From an optimization exercise on the open Yosys and OpenROAD flow, aimed at small area, a short achievable clock period and few clock cycles; shortcuts taken in it are not production practice. The RTL was checked by simulation tests, not by an equivalence proof against the original design. No activity file was given, so power comes from the tool's default toggle rates.

==> run a: inputs <==
## sliding_window_median_filter
module sliding_window_median_filter (
    input  logic                                 clk,
    input  logic                                 rst_n,
    input  logic                                 cfg_wr_en,
    input  logic [swmf_pkg::CFG_BITS-1:0]        cfg_wr_data,
    input  logic                                 s_axis_tvalid,
    output logic                                 s_axis_tready,
    input  logic [swmf_pkg::SAMPLE_BITS-1:0]     s_axis_tdata,   
    input  logic                                 s_axis_tuser,   
    input  logic                                 s_axis_tlast,   
    output logic                                 m_axis_tvalid,
    input  logic                                 m_axis_tready,
    output logic [swmf_pkg::SAMPLE_BITS-1:0]     m_axis_tdata,   
    output logic                                 m_axis_tlast    
);
Settings: LEC_CHECK=0, CAP_MARGIN=30, CELL_PAD_IN_SITES_DETAIL_PLACEMENT=1, CELL_PAD_IN_SITES_GLOBAL_PLACEMENT=2, CORE_MARGIN=2, CORE_UTILIZATION=36, CTS_CLUSTER_DIAMETER=100, CTS_CLUSTER_SIZE=20, PLACE_DENSITY=0.48, SETUP_SLACK_MARGIN=3.5, SLEW_MARGIN=30; clock period 7.2 ns.
run.sh (not shown) runs the stock make flow with config.mk's settings and CLKGATE_MAP_FILE= SYNTH_SCRIPT=/design/flow/synth_recipe.tcl, a recipe that flattens the netlist after the stock synthesis.
==> inputs of run b, as changes to run a <==
--- a/flow/design.v
+++ b/flow/design.v
@@ -192,17 +192,16 @@
     localparam int MW = swmf_pkg::MAX_WINDOW;
     localparam int WB = swmf_pkg::WIN_BITS;
     localparam int IB = swmf_pkg::IDX_BITS;
     localparam int HB = swmf_pkg::HALF_BITS;
     localparam int SB = swmf_pkg::SAMPLE_BITS;
     logic [swmf_pkg::CFG_BITS-1:0] win_size_reg;
     logic                          s_ready_reg;
     logic [SB-1:0]                 s_b;
-    logic [SB-1:0]                 s_bn;         
     logic                          v_b;
     logic                          user_b;
     logic                          last_b;
     logic [WB-1:0]                 win_b;
     logic                          hz_b;         
     logic                          ho_b;         
     logic [HB-1:0]                 half_reg;
     logic                          hz_reg;       
@@ -214,17 +213,16 @@
     logic                          v_c;
     logic                          start_c;
     logic                          emit_c;
     logic                          last_c;
     logic [SB-1:0]                 s_c;
     logic [WB-1:0]                 win_c;
     logic [WB-1:0]                 win_u;        
     logic [IB-1:0]                 med_rank;
-    logic [MW-1:0]                 hit_reg;      
     logic [MW-1:0]                 old_oh;       
     logic [MW-1:0]                 old_oh_nx;    
     logic [MW-1:0]                 pend_oh;      
     logic                          pend_v;       
     logic                          pend_gt;      
     logic                          pend_le;      
     logic                          pend_gt2;     
     logic [IB-1:0]                 xor_reg;
@@ -275,18 +273,17 @@
     logic [IB-1:0] xor_next;
     logic [MW-1:0] cell_le;
     logic [IB-1:0] next_rank;
     logic          next_le;
     logic [MW-1:0] old_oh_next2;
     logic          next2_le;
     logic [IB-1:0] free_rank;
     logic [IB-1:0] pend_rank;
-    logic [MW-1:0] hit_next;
-    logic [IB-1:0] med_rank_new;
+    logic [MW-1:0] med_hit;
     logic [SB-1:0] med_or;
     logic          med_any;
     logic [SB-1:0] med_val;
     logic          upd_push;
     logic          upd_start;
     assign adv = !skid_valid_reg;
     always_comb
     begin
@@ -378,21 +375,25 @@
             next2_le  = next2_le | (old_oh_next2[i] && cell_le[i]);
         end
         free_rank = IB'(swmf_pkg::xor_upto(WB'(MW))) ^ xor_reg ^ (res_in ? res_reg : '0);
         xor_next  = '0;
         for (int i = 0; i < MW; i++)
         begin
             xor_next = xor_next ^ ((old_oh[i] || pend_oh[i]) ? '0 : cell_rank_upd[i]);
         end
+        for (int i = 0; i < MW; i++)
+        begin
+            med_hit[i] = !pend_oh[i] && (cell_rank[i] == med_rank);
+        end
         med_any = !(pend_v && (free_rank == med_rank));
         med_or  = '0;
         for (int i = 0; i < MW; i++)
         begin
-            med_or = med_or | (hit_reg[i] ? cell_val[i] : '0);
+            med_or = med_or | (med_hit[i] ? cell_val[i] : '0);
         end
         med_val = med_any ? med_or : s_d;
         upd_push  = adv && v_c && !start_c;
         upd_start = adv && v_c && start_c;
         if (!upd_push)
         begin
             pend_rank = free_rank;
         end
@@ -403,42 +404,22 @@
         else if (!pend_gt && !pend_le)
         begin
             pend_rank = swmf_pkg::inc_rank(free_rank);
         end
         else
         begin
             pend_rank = free_rank;
         end
-        med_rank_new = IB'(win_c - 1'b1 - (win_c >> 1));
-        for (int i = 0; i < MW; i++)
-        begin
-            if (upd_start)
-            begin
-                hit_next[i] = IB'(i) == med_rank_new;
-            end
-            else if (pend_oh[i])
-            begin
-                hit_next[i] = pend_rank == med_rank;
-            end
-            else if (upd_push && old_oh[i])
-            begin
-                hit_next[i] = 1'b0;
-            end
-            else
-            begin
-                hit_next[i] = cell_rank_upd[i] == med_rank;
-            end
-        end
     end
     for (genvar i = 0; i < MW; i++)
     begin : g_cell
         swmf_cell u_cell (
             .clk          (clk),
-            .cmp_sample   ((i % 2 == 0) ? s_b : ~s_bn),
+            .cmp_sample   (s_b),
             .cmp_bypass   (v_c && (start_c || old_oh[i])),
             .cmp_byp_le   (byp_le),
             .cmp_en       (adv),
             .upd_push     (upd_push && act_mask[i]),
             .upd_start    (upd_start),
             .upd_write    (old_oh[i]),
             .upd_sample   (s_c),
             .upd_next_rank(next_rank),
@@ -500,17 +481,16 @@
             skid_valid_reg <= skid_valid_next;
         end
     end
     always_ff @(posedge clk)
     begin
         if (s_ready_reg)
         begin
             s_b    <= s_axis_tdata;
-            s_bn   <= ~s_axis_tdata;
             user_b <= s_axis_tuser;
             last_b <= s_axis_tlast;
             win_b  <= win_clamp;
             hz_b   <= win_clamp == WB'(1);
             ho_b   <= (win_clamp >> 1) == WB'(1);
         end
         if (adv)
         begin
@@ -519,23 +499,22 @@
             last_c  <= final_push;
             s_c     <= s_b;
             win_c   <= win_b;
             pend_le <= byp_le;
             last_d  <= last_c;
             s_d     <= s_c;
         end
         xor_reg <= xor_next;
-        hit_reg <= hit_next;
         res_reg <= pend_rank;
         res_in  <= |pend_oh && !(|(pend_oh & old_oh));
         if (upd_start)
         begin
             win_u    <= win_c;
-            med_rank <= med_rank_new;
+            med_rank <= IB'(win_c - 1'b1 - (win_c >> 1));
             old_oh   <= (win_c == WB'(1)) ? MW'(1) : MW'(2);
             old_oh_nx <= (win_c <= WB'(2)) ? MW'(1) : MW'(4);
             pend_oh  <= '0;
             pend_v   <= 1'b0;
         end
         else if (upd_push)
         begin
             old_oh  <= old_oh_next;
==> flow/config.mk (replaced) <==
export PLATFORM = sky130hd
export DESIGN_NAME = sliding_window_median_filter
export DESIGN_NICKNAME = sliding_window_median_filter
export VERILOG_FILES = /design/flow/design.v
export SDC_FILE = /design/flow/constraint.sdc
export NUM_CORES = 4
export LEC_CHECK = 0
export CAP_MARGIN = 30
export CELL_PAD_IN_SITES_DETAIL_PLACEMENT = 1
export CELL_PAD_IN_SITES_GLOBAL_PLACEMENT = 2
export CORE_MARGIN = 2
export CORE_UTILIZATION = 42
export CTS_CLUSTER_DIAMETER = 100
export CTS_CLUSTER_SIZE = 20
export PLACE_DENSITY = 0.56
export SETUP_SLACK_MARGIN = 3.6
export SLEW_MARGIN = 30
==> run summary <==
Of run a and run b, run a has the higher synthesized area (gap about 3.3%, measured against run b).
Between run a and run b, the lower core utilization is in run a (gap 7.1 points).
In run b the setup slack is lower than in run a, by 0.020 ns.
Between run a and run b, the lower power is in run b (gap 14%, measured against run b).
Testbench counts of run a, summed over its fixed seeds: cycles 9,929.
Testbench counts of run b, summed over its fixed seeds: cycles 9,929.

[port drivers added, routing unchanged]
In the flow no input, the clock included, has a driving cell. The finished layouts below were timed again as built, in two steps. Step 1 sets driving cells, clkbuf_16 on the clock port and buf_2 on the other inputs (assumed; they add their load-dependent delay and slew). Step 2 adds t to the input delays and takes it off the output delays; t is the mean of the earliest and latest rising clock arrival at the registers after step 1. Input paths then give back, and output paths get back, about the clock's delay inside the block. Slacks: ideal ports / drivers / drivers and shift; pairs: ideal ports / drivers.
run | shift t [ns] | setup slack, ns | cell pins on the clock port's net
run a | 0.935 | 3.168 / 3.168 / 3.168 | 1
run b | 0.926 | 3.147 / 3.147 / 3.147 | 1
After both steps every run listed still meets setup and hold.
